This design comes from an exercise in tuning for small area, a short achievable clock period and few clock cycles per item on the open sky130 flow, not from production work. In this exercise RTL edits were held to simulation tests only and were not proved equivalent to the original. Power is estimated from default activity; no workload was simulated.

<file path="design/flow/design.v">
`default_nettype none
package irt_pkg;
  localparam int NCELL = 65;
  function automatic int cell_w(input int i);
    if (i < 20)      cell_w = 6;
    else if (i < 23) cell_w = 5;
    else if (i < 28) cell_w = 4;
    else if (i < 35) cell_w = 3;
    else if (i < 48) cell_w = 2;
    else             cell_w = 1;
  endfunction
  localparam int NODD = 48;
  function automatic logic [12:0] digits_per_bit(input logic [5:0] r);
    logic [12:0] k;
    case (r)
      6'd2:  k = 13'd4096;  6'd3:  k = 13'd2583;  6'd4:  k = 13'd2048;
      6'd5:  k = 13'd1756;  6'd6:  k = 13'd1583;  6'd7:  k = 13'd1458;
      6'd8:  k = 13'd1365;  6'd9:  k = 13'd1290;  6'd10: k = 13'd1229;
      6'd11: k = 13'd1184;  6'd12: k = 13'd1142;  6'd13: k = 13'd1106;
      6'd14: k = 13'd1075;  6'd15: k = 13'd1048;  6'd16: k = 13'd1024;
      6'd17: k = 13'd1002;  6'd18: k = 13'd980;   6'd19: k = 13'd964;
      6'd20: k = 13'd946;   6'd21: k = 13'd931;   6'd22: k = 13'd919;
      6'd23: k = 13'd903;   6'd24: k = 13'd891;   6'd25: k = 13'd878;
      6'd26: k = 13'd869;   6'd27: k = 13'd859;   6'd28: k = 13'd851;
      6'd29: k = 13'd841;   6'd30: k = 13'd835;   6'd31: k = 13'd820;
      6'd32: k = 13'd806;   6'd33: k = 13'd806;   6'd34: k = 13'd805;
      6'd35: k = 13'd797;   default: k = 13'd791;
    endcase
    digits_per_bit = k;
  endfunction
  function automatic logic [7:0] digit_char(input logic [5:0] d);
    logic [7:0] c;
    if (d < 6'd10) begin
      c = 8'h30 + {2'b00, d};
    end else begin
      c = 8'h57 + {2'b00, d};
    end
    digit_char = c;
  endfunction
  function automatic logic [6:0] bit_length(input logic [63:0] x);
    logic [7:0] nz;
    logic [2:0] hi, lo;
    logic [7:0] blk;
    for (int b = 0; b < 8; b++) nz[b] = |x[b*8 +: 8];
    hi = 3'd0;
    for (int b = 1; b < 8; b++) if (nz[b]) hi = 3'(b);
    blk = x[hi*8 +: 8];
    lo = 3'd0;
    for (int b = 1; b < 8; b++) if (blk[b]) lo = 3'(b);
    bit_length = (|nz) ? ({1'b0, hi, lo} + 7'd1) : 7'd0;
  endfunction
  function automatic logic [5:0] low_bit(input logic [63:0] x);
    logic [7:0] nz;
    logic [2:0] hi, lo;
    logic [7:0] blk;
    for (int b = 0; b < 8; b++) nz[b] = |x[b*8 +: 8];
    hi = 3'd7;
    for (int b = 6; b >= 0; b--) if (nz[b]) hi = 3'(b);
    blk = x[hi*8 +: 8];
    lo = 3'd7;
    for (int b = 6; b >= 0; b--) if (blk[b]) lo = 3'(b);
    low_bit = {hi, lo};
  endfunction
endpackage
`default_nettype wire
`default_nettype none
module integer_to_radix_text (
  input  wire logic        clk,
  input  wire logic        rst,
  input  wire logic        in_valid,
  output logic             in_ready,
  input  wire logic [63:0] value,
  input  wire logic [7:0]  radix,
  input  wire logic        signed_mode,
  input  wire logic [7:0]  min_digits,
  output logic             out_valid,
  input  wire logic        out_ready,
  output logic [63:0]      text_chunk,
  output logic [3:0]       chunk_bytes,
  output logic             last_chunk
);
  localparam int NC = irt_pkg::NCELL;
  localparam int NO = irt_pkg::NODD;
  localparam logic [2:0] C_IDLE = 3'd0;
  localparam logic [2:0] C_S1   = 3'd1;
  localparam logic [2:0] C_S2   = 3'd2;
  localparam logic [2:0] C_S3   = 3'd3;
  localparam logic [2:0] C_WAIT = 3'd4;
  localparam logic [2:0] C_DD   = 3'd5;
  logic [2:0]  cst;
  logic [63:0] v;           
  logic        negc;        
  logic [5:0]  rad;         
  logic [4:0]  hh;          
  logic [4:0]  hu;          
  logic        odd;         
  logic [12:0] kr;          
  logic [6:0]  mdig;        
  logic [6:0]  blen;        
  logic [5:0]  lowb;        
  logic [6:0]  np;          
  logic [2:0]  pp;          
  logic [3:0]  q8;          
  logic [6:0]  ecell;       
  logic [6:0]  ptr;         
  logic        nbit;        
  logic [6:0]  act;         
  logic        msnz;        
  logic [5:0]  dcell [NC];
  logic        creg  [NO];
  logic        busy_e;      
  logic        neg_e;
  logic        first_e;
  logic [3:0]  q8_e;
  logic [6:0]  cnt_e;       
  logic        sk_e;        
  logic [3:0]  drain;       
  logic        dd_done;
  logic        accept;
  logic [5:0]  rad_in;
  logic [6:0]  mdig_in;
  assign in_ready = (cst == C_IDLE) || ((cst == C_DD) && dd_done);
  assign accept   = in_valid && in_ready;
  always_comb begin
    if (radix < 8'd2)       rad_in = 6'd2;
    else if (radix > 8'd36) rad_in = 6'd36;
    else                    rad_in = radix[5:0];
    if (min_digits < 8'd1)       mdig_in = 7'd1;
    else if (min_digits > 8'd64) mdig_in = 7'd64;
    else                         mdig_in = min_digits[6:0];
  end
  logic [6:0]  blen_c;
  logic [5:0]  lowb_c;
  logic [19:0] prod;
  logic [6:0]  pad_c;
  logic [6:0]  pre_c;
  always_comb begin
    logic [6:0] lz;
    lowb_c = irt_pkg::low_bit(v);
    lz     = irt_pkg::bit_length(negc ? ~v : v);
    if (negc && ({1'b0, lowb_c} >= lz)) blen_c = {1'b0, lowb_c} + 7'd1;
    else                                blen_c = lz;
    prod  = 20'(blen) * 20'(kr) + 20'd4095;
    pad_c = (mdig > np) ? (mdig - np) : 7'd0;
    pre_c = pad_c + {6'd0, negc};
  end
  logic        load_o;      
  logic        last_ld;     
  logic        pop;
  logic        cells_free;
  logic [4:0]  sumh  [NC];
  logic        cin   [NC];
  logic        cout  [NC];
  logic        stepc [NC];
  logic        inj   [NC];
  logic [5:0]  dnext [NC];
  logic [8:0]  e_hi;
  logic [7:0]  e_lo;
  logic [8:0]  a_hi;        
  logic [8:0]  a_eq;
  logic [7:0]  a_lo;        
  assign cells_free = (drain == 4'd0) && !busy_e;
  assign dd_done    = (ptr <= 7'd1) && (!odd || (act == {4'd0, pp}));
  logic [5:0]  aw [7];
  always_comb begin
    for (int w = 2; w <= 6; w++) begin
      aw[w] = ({1'b0, hu} <= 6'(1 << (w - 1))) ? 6'(6'(1 << (w - 1)) - {1'b0, hu}) : 6'd0;
    end
    aw[0] = 6'd0;
    aw[1] = 6'd0;
    for (int b = 0; b < 9; b++) begin
      e_hi[b] = (ecell[6:3] == 4'(b));
      a_eq[b] = (act[6:3] == 4'(b));
      a_hi[b] = (act[6:3] > 4'(b));
    end
    for (int b = 0; b < 8; b++) begin
      e_lo[b] = (ecell[2:0] == 3'(b));
      a_lo[b] = (act[2:0] >= 3'(b));
    end
    for (int i = 0; i < NC; i++) begin
      inj[i] = e_hi[i/8] && e_lo[i%8] && (ptr != 7'd0);
    end
  end
  for (genvar i = 0; i < NC; i++) begin : g_cell
    localparam int W = irt_pkg::cell_w(i);
    if (W == 1) begin : g_bin
      assign cout[i] = dcell[i][0];
      assign sumh[i] = 5'd0;
    end else begin : g_gen
      logic [6:0] sum;
      logic       ci;
      always_comb begin
        if (inj[i])           ci = odd && nbit;
        else if (i + 1 < NO)  ci = odd && creg[(i+1) % NO];
        else                  ci = 1'b0;
        sum = 7'(dcell[i] & 6'((1 << W) - 1)) + 7'(aw[W]) + 7'(ci);
      end
      assign cout[i] = sum[W-1];
      assign sumh[i] = 5'(sum);
    end
  end
  always_comb begin
    for (int i = 0; i < NC; i++) begin
      if (inj[i])                   cin[i] = nbit;
      else if (odd && (i + 1 < NO)) cin[i] = creg[(i+1) % NO];
      else if (i + 1 < NC)          cin[i] = cout[(i+1) % NC];
      else                          cin[i] = 1'b0;
      if (irt_pkg::cell_w(i) == 1) begin
        dnext[i] = {5'd0, cin[i]};
      end else begin
        dnext[i] = cout[i] ? {sumh[i], cin[i] ^ odd} : {dcell[i][4:0], cin[i]};
      end
      if (i < NO) stepc[i] = !odd || a_hi[i/8] || (a_eq[i/8] && a_lo[i%8]);
      else        stepc[i] = 1'b1;
    end
  end
  always_ff @(posedge clk) begin
    for (int i = 0; i < NC; i++) begin
      if ((cst == C_DD) && stepc[i]) begin
        dcell[i] <= dnext[i] & 6'((1 << irt_pkg::cell_w(i)) - 1);
      end else if (pop) begin
        dcell[i] <= ((i + 8 < NC) && !((i == 0) && last_ld)) ?
                    (dcell[(i+8) % NC] & 6'((1 << irt_pkg::cell_w(i)) - 1)) : 6'd0;
      end
    end
    for (int i = 1; i < NO; i++) begin
      creg[i] <= (cst == C_DD) && odd && stepc[i] && cout[i];
    end
    creg[0] <= 1'b0;
  end
  logic [6:0] ptr_n;
  logic       cin_pp;
  logic       sk_c;
  always_comb begin
    ptr_n = ptr;
    if (cst == C_S3) ptr_n = blen;
    else if ((cst == C_DD) && (ptr != 7'd0)) ptr_n = ptr - 7'd1;
    cin_pp = 1'b0;
    for (int i = 0; i < 8; i++) if (pp == 3'(i)) cin_pp = cin[i];
    sk_c = !(msnz || cin_pp) && (np > mdig);
  end
  always_ff @(posedge clk) begin
    if (rst) begin
      cst <= C_IDLE;
    end else begin
      case (cst)
        C_IDLE: if (accept) cst <= C_S1;
        C_S1:   cst <= C_S2;
        C_S2:   cst <= C_S3;
        C_S3, C_WAIT: cst <= cells_free ? C_DD : C_WAIT;
        C_DD:   if (dd_done) cst <= accept ? C_S1 : C_IDLE;
        default: cst <= C_IDLE;
      endcase
    end
  end
  always_ff @(posedge clk) begin
    if (accept) begin
      v    <= value;
      negc <= signed_mode & value[63];
      rad  <= rad_in;
      mdig <= mdig_in;
    end
    case (cst)
      C_S1: begin
        hh   <= rad[5:1];
        hu   <= 5'((7'(rad) + 7'd1) >> 1);
        odd  <= rad[0];
        kr   <= irt_pkg::digits_per_bit(rad);
        blen <= blen_c;
        lowb <= lowb_c;
      end
      C_S2: begin
        np <= (blen == 7'd0) ? 7'd1 : prod[18:12];
      end
      C_S3: begin
        pp    <= pre_c[2:0];
        q8    <= pre_c[6:3];
        ecell <= 7'(pre_c[2:0]) + np - 7'd1;
        act   <= 7'(pre_c[2:0]) + np - 7'd1;
        msnz  <= 1'b0;
      end
      C_DD: begin
        if (ptr <= 7'd1) act <= act - 7'd1;
        if (stepc[pp]) msnz <= msnz || cin_pp;
      end
      default: begin
      end
    endcase
    ptr  <= ptr_n;
    nbit <= (ptr_n != 7'd0) &&
            (v[6'(ptr_n - 7'd1)] ^ (negc && (6'(ptr_n - 7'd1) > lowb)));
  end
  logic [63:0] chunk_c;
  logic [3:0]  bytes_c;
  assign load_o  = busy_e && (!out_valid || out_ready);
  assign last_ld = (q8_e == 4'd0) && (cnt_e <= 7'd8);
  assign pop     = (load_o && (q8_e == 4'd0)) || (!busy_e && (cst != C_DD));
  always_comb begin
    bytes_c = (q8_e != 4'd0) ? 4'd8 : ((cnt_e >= 7'd8) ? 4'd8 : cnt_e[3:0]);
    for (int b = 0; b < 8; b++) begin
      logic [5:0] d;
      logic [7:0] ch;
      d = sk_e ? dcell[b+1] : dcell[b];
      if (q8_e != 4'd0) begin
        ch = 8'h30;
      end else if (7'(b) < cnt_e) begin
        ch = irt_pkg::digit_char(d);
      end else begin
        ch = 8'h00;
      end
      if ((b == 0) && first_e && neg_e) ch = 8'h2d;
      chunk_c[b*8 +: 8] = ch;
    end
  end
  always_ff @(posedge clk) begin
    if (rst) begin
      busy_e    <= 1'b0;
      out_valid <= 1'b0;
      drain     <= 4'd9;
    end else begin
      if (pop && (drain != 4'd0)) drain <= drain - 4'd1;
      if (load_o) begin
        out_valid <= 1'b1;
      end else if (out_ready) begin
        out_valid <= 1'b0;
      end
      if ((cst == C_DD) && dd_done) begin
        busy_e  <= 1'b1;
        neg_e   <= negc;
        first_e <= 1'b1;
        q8_e    <= q8;
        cnt_e   <= 7'(pp) + np - 7'(sk_c);
        sk_e    <= sk_c;
      end else if (load_o) begin
        first_e <= 1'b0;
        if (q8_e != 4'd0) begin
          q8_e <= q8_e - 4'd1;
        end else begin
          cnt_e <= cnt_e - 7'd8;
          if (cnt_e <= 7'd8) busy_e <= 1'b0;
        end
      end
    end
  end
  always_ff @(posedge clk) begin
    if (load_o) begin
      text_chunk  <= chunk_c;
      chunk_bytes <= bytes_c;
      last_chunk  <= last_ld;
    end
  end
endmodule
`default_nettype wire
</file>
<file path="design/flow/constraint.sdc">
create_clock -name core_clock -period 5.0 [get_ports {clk}]
set_input_delay 1.0000 -clock core_clock [delete_from_list [all_inputs] [get_ports {clk}]]
set_output_delay 1.0000 -clock core_clock [all_outputs]
set_load 0.01 [all_outputs]
</file>
<file path="design/flow/run.sh">
#!/bin/bash
# synth_recipe.tcl (not shown) runs the flow's synth.tcl, then flattens the netlist and writes it again
# the make line also repeats each setting of config.mk as NAME=value (left out here)
make -C /OpenROAD-flow-scripts/flow DESIGN_CONFIG=/design/flow/config.mk WORK_HOME=/design/flow/orfs CLKGATE_MAP_FILE= SYNTH_SCRIPT=/design/flow/synth_recipe.tcl finish
</file>
<file path="design/flow/config.mk">
export PLATFORM = sky130hd
export DESIGN_NAME = integer_to_radix_text
export DESIGN_NICKNAME = integer_to_radix_text
export VERILOG_FILES = /design/flow/design.v
export SDC_FILE = /design/flow/constraint.sdc
export NUM_CORES = 4
export LEC_CHECK = 0
export CAP_MARGIN = 20
export CORE_MARGIN = 2
export CORE_UTILIZATION = 40
export SLEW_MARGIN = 20
</file>
==> impl_metrics.toml <==
[place]
dp_hpwl_mm = 91.0
portBuffers = 155
gp_congestion = 0.911
pre_cts_ws_ns = -1.10

[cells_and_area]
area_delta_synth_final_pct = 23.8
drive_gt1_frac = 0.176
nets = 5130
diodes = 0

[detailed_routing]
ant_nets = 0
num_vias = 32700
via_per_inst = 5.46
drt-wirelength-per-cell_um = 20.0
drt_iter0_drc = 2595
drc = 0
dr.pass1.iters = 6
drt_wl_total_mm = 120

[timing]
fmax_ghz = 0.174
finalHoldViolCount = 0
max-slew-margin-rel = 0.272
rsz0062_at_grt = "yes"
fin_crit_ns = 5.74
skew_ns = 0.0304
fin_crit_sh = 1.15
setup_viol = 13
slew_violations = 0
worst_pin_slew_ns = 1.08
whs_ns = 0.498
fin_ws_ns = -0.742

[floorplanning]
core_mm2 = 0.0969
num_io_pins = 156
die_y_um = 317
dieArea_mm2 = 0.100
initial_utilization = 0.404
rows = 114
die_x_um = 317

[grt]
grt_max_degree = 72
antenna_found_initial = 1
grt_pass1_wl_mm = 183
grt_pass1_vias = 32100
groute.usage.overall = 0.236
gr-total-overflow = 0

[pwr]
total_leakage_power_uw = 0.0203
combPwrFrac = 0.508
powerDensity_mw_per_mm2 = 457
vdd_drop_max_mv = 0.429
internal_power_uw = 13300
sequentialPowerShare = 0.270
pwr-share-clk = 0.223
swShare = 0.399
p_switching_uw = 8830

[clock_network]
cts_root_buffer = "clkbuf_16"
cts_tree = "done"
cts_hold_buf = 0
clk_pin_slew_worst_paths_ns = 0.06
cts_buffers = 66
htree_levels = 3
ctsLongestPathBuffers = 3
cts_sinks = 505
clock_latency_ns = 0.64

[yosys]
netlist_instances = 4110
post-synth-top-area-cell = "edfxtp_1"
synth_ff_type = "edfxtp_1"
synthesis.area_mm2 = 0.0391
ys_ff_latch = 505
yosys.area_share.simple = 0.147
synth_edf_count = 441
synth.distinct_cells = 102
synth_compound_area_frac = 0.153
yosysTopAreaCellShare = 0.339
netlist_top_cells_count = "nand2_1 (470), edfxtp_1 (441), nor2_1 (411), o21ai_0 (355), a21oi_1 (326)"
synth_nets = 4579
synthXorXnorAreaFrac = 0.0743
synthAdderAreaFrac = 0.151
ys_warn_count = 10
syn-mean-instance-area_um2 = 9.51
yosysMostFrequentCell = "nand2_1"
async_flop_share = 0
synth_top_family_by_area = "compound AO/OA/AOI/OAI gates"
seq_area_frac_synth = 0.371
yosys-top-cells-area = "edfxtp_1 (34%), ha_1 (7.7%), fa_1 (7.4%)"
synth_mux_area_frac = 0.0648

[setup_path]
critPathMaxFanout = 6
cp_slowest_stage_delay_ns = 0.42
path_buf_inv = 32
path_common_cell = "buf_4"
crit_type = "flop to flop"
start_kind = "flop"
crit_slowest_cell = "edfxtp_1"
crit_family = "buffers and inverters"
worstRegToRegCells = 40
arrival_ns = 6.15
cp.required_ns = 5.40
endpoint_kind = "flop"
crit_cells = 40

[min_path]
whs_path_depth = 2
hp-class = "flop to flop"

[outcome]
outcome = "complete, but fails checks"
so_faults = "setup timing"

[flow_run]
drv_cap = 0
layout make-up:
| cell class | instances | area, um^2 |
|---|---|---|
| clock buffers | 92 | 1940 |
| clock inverters | 29 | 307 |
| fillers | 8848 | 48400 |
| inverters | 243 | 920 |
| multi-input cells | 3213 | 23800 |
| flip-flops and latches | 505 | 14500 |
| well taps | 1276 | 1600 |
| repair buffers | 632 | 5340 |
final timing paths:
check / start / endpoint / slack, ns
hold / removal: busy_e$_SDFFE_PP0P_ / busy_e$_SDFFE_PP0P_ / 0.50
setup reg to reg: ecell[0]$_DFFE_PP_ / sk_e$_DFFE_PP_ / -0.74
hold reg to reg: busy_e$_SDFFE_PP0P_ / busy_e$_SDFFE_PP0P_ / 0.50
setup / recovery: ecell[0]$_DFFE_PP_ / sk_e$_DFFE_PP_ / -0.74
cell usage in the layout, fill, tap and decap left out, drive strengths merged, types with 92 or more instances in the layout:
| cell | Yosys | routed |
|---|---|---|
| edfxtp | 441 | 441 |
| a21oi | 326 | 326 |
| nand2 | 471 | 471 |
| mux2i | 171 | 171 |
| inv | 243 | 245 |
| xor2 | 152 | 152 |
| o21ai | 372 | 372 |
| clkdlybuf4s50 | 0 | 155 |
| xnor2 | 179 | 179 |
| a21o | 102 | 102 |
| fa | 144 | 144 |
| ha | 240 | 240 |
| nor2 | 414 | 414 |
| clkbuf | 115 | 92 |
| buf | 34 | 477 |
sequential cells by signal, summed over array words and instances (netlist names), 6 cells and up:
register and cells:
v 64, rad 6, cnt_e 7, ecell 7
mdig 7, dcell 219, text_chunk 64, lowb 6
np 7, kr 13, creg 47, act 7
blen 7, ptr 7
through the flow:
stage                     utilization  TNS [ns]  instance area (um^2)  instances  power [uW]
after CTS                       0.496     -4.28                 48000       5973       22000
after global routing            0.500     -7.81                 48400       5990       23700
after detailed placement        0.465     -7.09                 45000       5799       16700
after global placement          0.465     -6.05                 45000       5799       16600
after floorplan                     -     -5.21                 39300       4110       13200
final                           0.500     -4.52                 48400       5990       22100
power groups by stage:
stage	clock network, uW	logic [uW]	registers [uW]
floorplan	0	7370	5870
global placement	0	10500	6020
detailed placement	0	10700	6030
CTS	5020	11000	5960
global route	5170	12500	6030
finish	4930	11200	5970
worst register-to-register path: cells and delay by family (launching register included):
family                 cells  cell delay [ns]
AOI/OAI and AO/OA          2             0.28
buffers and inverters     32             3.99
DFF                        1             0.42
muxes                      1             0.29
and+or+nand+nor            5             0.48
kinds of logic after synthesis:
family / after synthesis
fa+ha+maj: 384
compound gates: 1002
buf+inv: 392
simple gates: 1272
flops: 505
mux: 224
xor+xnor: 331
routing by layer:
layer	vias up	global-route usage	part of all wire
li1	15655	-	-
met1	15745	0.303	0.42
met2	1044	0.400	0.48
met3	256	0.0337	0.056
met4	0	0.0934	0.044
met5	-	0	0
what timing repair did:
item	CTS	global route
gates resized for setup	105	71
pin swaps	67	59
buffers inserted	53	20
hold endpoints to repair	0	0
gates cloned	1	0
setup endpoints to repair	14	19
Testbench counts, summed over its fixed seeds: cycles 8,633, items 384.

[afterwards: timing with drivers on the ports]
Ports are ideal in the flow. The routed layout listed here was re-timed in OpenROAD.
Step 1, drivers: a clkbuf_16 drives clk and a buf_2 each remaining input, both assumed.
Step 2 times the ports against the registers' clock, not the clock port: input delays grow and output delays shrink by t, the midpoint of the rising clock arrivals with the driver on.
a / b / c = no drivers / after step 1 / after step 2; a / b = the first two.
t (ns): 0.698
setup slack, ns: -0.742 / -0.742 / -0.742
worst slew at a driven data input, ns: 0.06
The setup slack of this run moves by 0.000 ns with the drivers and by 0.000 ns with both steps.
